From an optimization exercise on the open Yosys and OpenROAD flow, aimed at small area; shortcuts taken in it are not production practice. Only simulation tests tie the RTL to the original design; equivalence was not proved. No activity file was given, so power comes from the tool's default toggle rates.

== alpha ==
==> module mmq_ctl, before the edit <==
module mmq_ctl (
	input  logic pop,
	input  logic push_p1,
	input  logic push_p0,
	input  logic push_tail,
	input  logic c,
	output logic ld,
	output logic hold
);
	assign ld   = (push_p1 & c) | (push_p0 & ~c) | push_tail;
	assign hold = ~(ld | pop);
endmodule
==> module monotonic_max_queue, before the edit <==
module monotonic_max_queue (
	input  logic        clk,
	input  logic        arst_n,
	input  logic        s_tvalid,
	output logic        s_tready,
	input  logic [15:0] s_tdata,
	input  logic [0:0]  s_tuser,
	output logic        m_tvalid,
	input  logic        m_tready,
	output logic [31:0] m_tdata
);
	localparam int N = 64;
	localparam int W = 16;
	logic         out_valid_q;
	logic [6:0]   count_q;      
	logic [1:0]   err_q;
	logic         pend_push_q;  
	logic         pend_pop_q;   
	logic [W-1:0] pend_xp_q;    
	logic [W-1:0] smax_q [N];
	logic [W-1:0] smax_d [N];
	logic         fire;
	logic         is_push;
	logic         full;
	logic         empty;
	logic         push_ok;
	logic         pop_ok;
	logic         phase_q;      
	logic [W-1:0] pend_z;       
	logic         push_p1;      
	logic         push_p0;      
	assign s_tready = !out_valid_q || m_tready;
	assign fire     = s_tvalid && s_tready;
	assign is_push  = !s_tuser[0];
	assign full     = count_q[6];
	assign empty    = (count_q == 7'd0);
	assign push_ok  = fire && is_push && !full;
	assign pop_ok   = fire && !is_push && !empty;
	always_ff @(posedge clk or negedge arst_n) begin
		if (!arst_n) begin
			out_valid_q <= 1'b0;
			count_q     <= 7'd0;
			pend_push_q <= 1'b0;
			pend_pop_q  <= 1'b0;
			phase_q     <= 1'b0;
		end else begin
			phase_q     <= !phase_q;
			out_valid_q <= fire || (out_valid_q && !m_tready);
			pend_push_q <= push_ok;
			pend_pop_q  <= pop_ok;
			if (push_ok)
				count_q <= count_q + 7'd1;
			else if (pop_ok)
				count_q <= count_q - 7'd1;
		end
	end
	always_ff @(posedge clk) begin
		pend_xp_q <= s_tdata ^ {W{!phase_q}};
		if (s_tready) begin
			err_q[1] <= is_push && full;
			err_q[0] <= !is_push && empty;
		end
	end
	assign pend_z  = {pend_xp_q[W-1], ~pend_xp_q[W-2:0]};
	assign push_p1 = pend_push_q && phase_q;
	assign push_p0 = pend_push_q && !phase_q;
	for (genvar i = 0; i < N; i++) begin : g_ent
		logic         c;
		logic         ld;
		logic         hold;
		logic [W-1:0] nxt;
		if (i == N - 1) begin : g_last
			assign nxt = '0;
		end else begin : g_link
			assign nxt = smax_q[i+1];
		end
		if (i == 0) begin : g_front
			mmq_cmp_fast #(.W(W)) u_cmp (
				.q    (smax_q[i]),
				.z    (pend_z),
				.phase(phase_q),
				.c    (c)
			);
		end else begin : g_rest
			mmq_cmp #(.W(W)) u_cmp (
				.q    (smax_q[i]),
				.z    (pend_z),
				.phase(phase_q),
				.c    (c)
			);
		end
		mmq_ctl u_ctl (
			.pop      (pend_pop_q),
			.push_p1  (push_p1),
			.push_p0  (push_p0),
			.push_tail(pend_push_q && (count_q == 7'(i + 1))),
			.c        (c),
			.ld       (ld),
			.hold     (hold)
		);
		mmq_cell #(.W(W)) u_cell (
			.hold (hold),
			.pop  (pend_pop_q),
			.ld   (ld),
			.cur  (smax_q[i]),
			.nxt  (nxt),
			.x    (pend_xp_q),
			.d    (smax_d[i])
		);
		always_ff @(posedge clk) begin
			smax_q[i] <= smax_d[i];
		end
	end
	assign m_tvalid = out_valid_q;
	always_comb begin
		m_tdata        = '0;
		m_tdata[15:0]  = empty ? '0 : (smax_d[0] ^ {W{!phase_q}});
		m_tdata[16]    = empty;
		m_tdata[23:17] = count_q;
		m_tdata[25:24] = err_q;
	end
endmodule
==> flow/config.mk <==
export PLATFORM = sky130hd
export DESIGN_NAME = monotonic_max_queue
export DESIGN_NICKNAME = monotonic_max_queue
export VERILOG_FILES = /design/flow/design.v
export SDC_FILE = /design/flow/constraint.sdc
export NUM_CORES = 4
export LEC_CHECK = 0
export CAP_MARGIN = 20
export CORE_MARGIN = 2
export CORE_UTILIZATION = 40
export CTS_CLUSTER_DIAMETER = 80
export CTS_CLUSTER_SIZE = 20
export SETUP_SLACK_MARGIN = 0.1
export SLEW_MARGIN = 20
export SYNTH_HIERARCHICAL = 1
export SYNTH_MINIMUM_KEEP_SIZE = 0
==> flow/constraint.sdc <==
create_clock -name core_clock -period 6.0 [get_ports {clk}]
set_input_delay 1.2000 -clock core_clock [delete_from_list [all_inputs] [get_ports {clk}]]
set_output_delay 1.2000 -clock core_clock [all_outputs]
set_load 0.01 [all_outputs]
standard.sh (not shown) runs the stock make flow with config.mk's settings and CLKGATE_MAP_FILE= SYNTH_SCRIPT=/design/flow/synth_recipe.tcl, a recipe that flattens the netlist after the stock synthesis.
==> flow/flow/run.sh <==
#!/bin/bash
# Own layout flow: the standard layout (standard.sh), run with a copy of the
# ORFS scripts whose ABC area script maps the logic for least area. Everything
# else (floorplan, placement, CTS, routing, finish) is the standard flow.
set -euo pipefail
W=$PWD
rm -rf "$W/scripts"
cp -r "$FLOW_HOME/scripts" "$W/scripts"
cp "$W/flow/abc_area.script" "$W/scripts/abc_area.script"
bash "$W/standard.sh" SCRIPTS_DIR="$W/scripts" ABC_AREA=1 finish > "$W/flow.log" 2>&1
==> flow/flow/abc_area.script <==
strash
dch
map -a
&get -n
&st
&dch
&nf -R 1000
&put
topo
stime -c
The inputs of beta differ from those of alpha as listed below.
==> flow/design.v, changed modules only <==
module mmq_ctl (
	input  logic push,
	input  logic pop,
	input  logic phase,
	input  logic c,
	input  logic tail,
	output logic ld,
	output logic hold
);
	assign ld   = push & ((c ^ ~phase) | tail);
	assign hold = ~(ld | pop);
endmodule
module monotonic_max_queue (
	input  logic        clk,
	input  logic        arst_n,
	input  logic        s_tvalid,
	output logic        s_tready,
	input  logic [15:0] s_tdata,
	input  logic [0:0]  s_tuser,
	output logic        m_tvalid,
	input  logic        m_tready,
	output logic [31:0] m_tdata
);
	localparam int N = 64;
	localparam int W = 16;
	logic         out_valid_q;
	logic [6:0]   count_q;      
	logic [1:0]   err_q;
	logic         pend_push_q;  
	logic         pend_pop_q;   
	logic [W-1:0] pend_xp_q;    
	logic [W-1:0] smax_q [N];
	logic [W-1:0] smax_d [N];
	logic         fire;
	logic         is_push;
	logic         full;
	logic         empty;
	logic         push_ok;
	logic         pop_ok;
	logic         phase_q;      
	logic [W-1:0] pend_z;       
	assign s_tready = !out_valid_q || m_tready;
	assign fire     = s_tvalid && s_tready;
	assign is_push  = !s_tuser[0];
	assign full     = count_q[6];
	assign empty    = (count_q == 7'd0);
	assign push_ok  = fire && is_push && !full;
	assign pop_ok   = fire && !is_push && !empty;
	always_ff @(posedge clk or negedge arst_n) begin
		if (!arst_n) begin
			out_valid_q <= 1'b0;
			count_q     <= 7'd0;
			pend_push_q <= 1'b0;
			pend_pop_q  <= 1'b0;
			phase_q     <= 1'b0;
		end else begin
			phase_q     <= !phase_q;
			out_valid_q <= fire || (out_valid_q && !m_tready);
			pend_push_q <= push_ok;
			pend_pop_q  <= pop_ok;
			if (push_ok)
				count_q <= count_q + 7'd1;
			else if (pop_ok)
				count_q <= count_q - 7'd1;
		end
	end
	always_ff @(posedge clk) begin
		pend_xp_q <= s_tdata ^ {W{!phase_q}};
		if (s_tready) begin
			err_q[1] <= is_push && full;
			err_q[0] <= !is_push && empty;
		end
	end
	assign pend_z  = {pend_xp_q[W-1], ~pend_xp_q[W-2:0]};
	for (genvar i = 0; i < N; i++) begin : g_ent
		logic         c;
		logic         ld;
		logic         hold;
		logic [W-1:0] nxt;
		if (i == N - 1) begin : g_last
			assign nxt = '0;
		end else begin : g_link
			assign nxt = smax_q[i+1];
		end
		if (i == 0) begin : g_front
			mmq_cmp_fast #(.W(W)) u_cmp (
				.q    (smax_q[i]),
				.z    (pend_z),
				.phase(phase_q),
				.c    (c)
			);
		end else begin : g_rest
			mmq_cmp #(.W(W)) u_cmp (
				.q    (smax_q[i]),
				.z    (pend_z),
				.phase(phase_q),
				.c    (c)
			);
		end
		mmq_ctl u_ctl (
			.push (pend_push_q),
			.pop  (pend_pop_q),
			.phase(phase_q),
			.c    (c),
			.tail (count_q == 7'(i + 1)),
			.ld   (ld),
			.hold (hold)
		);
		mmq_cell #(.W(W)) u_cell (
			.hold (hold),
			.pop  (pend_pop_q),
			.ld   (ld),
			.cur  (smax_q[i]),
			.nxt  (nxt),
			.x    (pend_xp_q),
			.d    (smax_d[i])
		);
		always_ff @(posedge clk) begin
			smax_q[i] <= smax_d[i];
		end
	end
	assign m_tvalid = out_valid_q;
	always_comb begin
		m_tdata        = '0;
		m_tdata[15:0]  = empty ? '0 : (smax_d[0] ^ {W{!phase_q}});
		m_tdata[16]    = empty;
		m_tdata[23:17] = count_q;
		m_tdata[25:24] = err_q;
	end
endmodule
==> notes.md <==
Logic gate share of total power, alpha and beta, lower one = alpha.
Count of antenna-violating nets left after detailed routing of alpha is on par with beta.
A start point of the critical path of pend_xp_q[14] is what alpha shows, while pend_xp_q[10] belongs to beta.
Re detailed route wirelength on metal3: alpha and beta aren't equal, and the lower value belongs to alpha.
The largest stage delay on the critical path of beta is lower than that of alpha.
The maximum number of pins on one net before global-route repair in beta is 0.850 times that in alpha.

==> re-timing with driven ports <==
Ports are ideal in the flow. The routed layouts listed here were re-timed in OpenROAD.
Step 1 sets driving cells, clkbuf_16 on the clock port and buf_2 on the other inputs (assumed; they add their load-dependent delay and slew).
Step 2 times the ports against the registers' clock, not the clock port: input delays grow and output delays shrink by t, the midpoint of the rising clock arrivals with the driver on.
Three values: ideal ports, drivers, drivers and shift; two values: the first two.
| run | t, ns | setup slack, ns | worst setup path at the end |
|---|---|---|---|
| alpha | 0.744 | 0.315 / 0.241 / 0.984 | register to output |
| beta | 0.772 | 0.346 / 0.275 / 0.916 | register to register |
After both steps setup and hold are still met in every run listed.
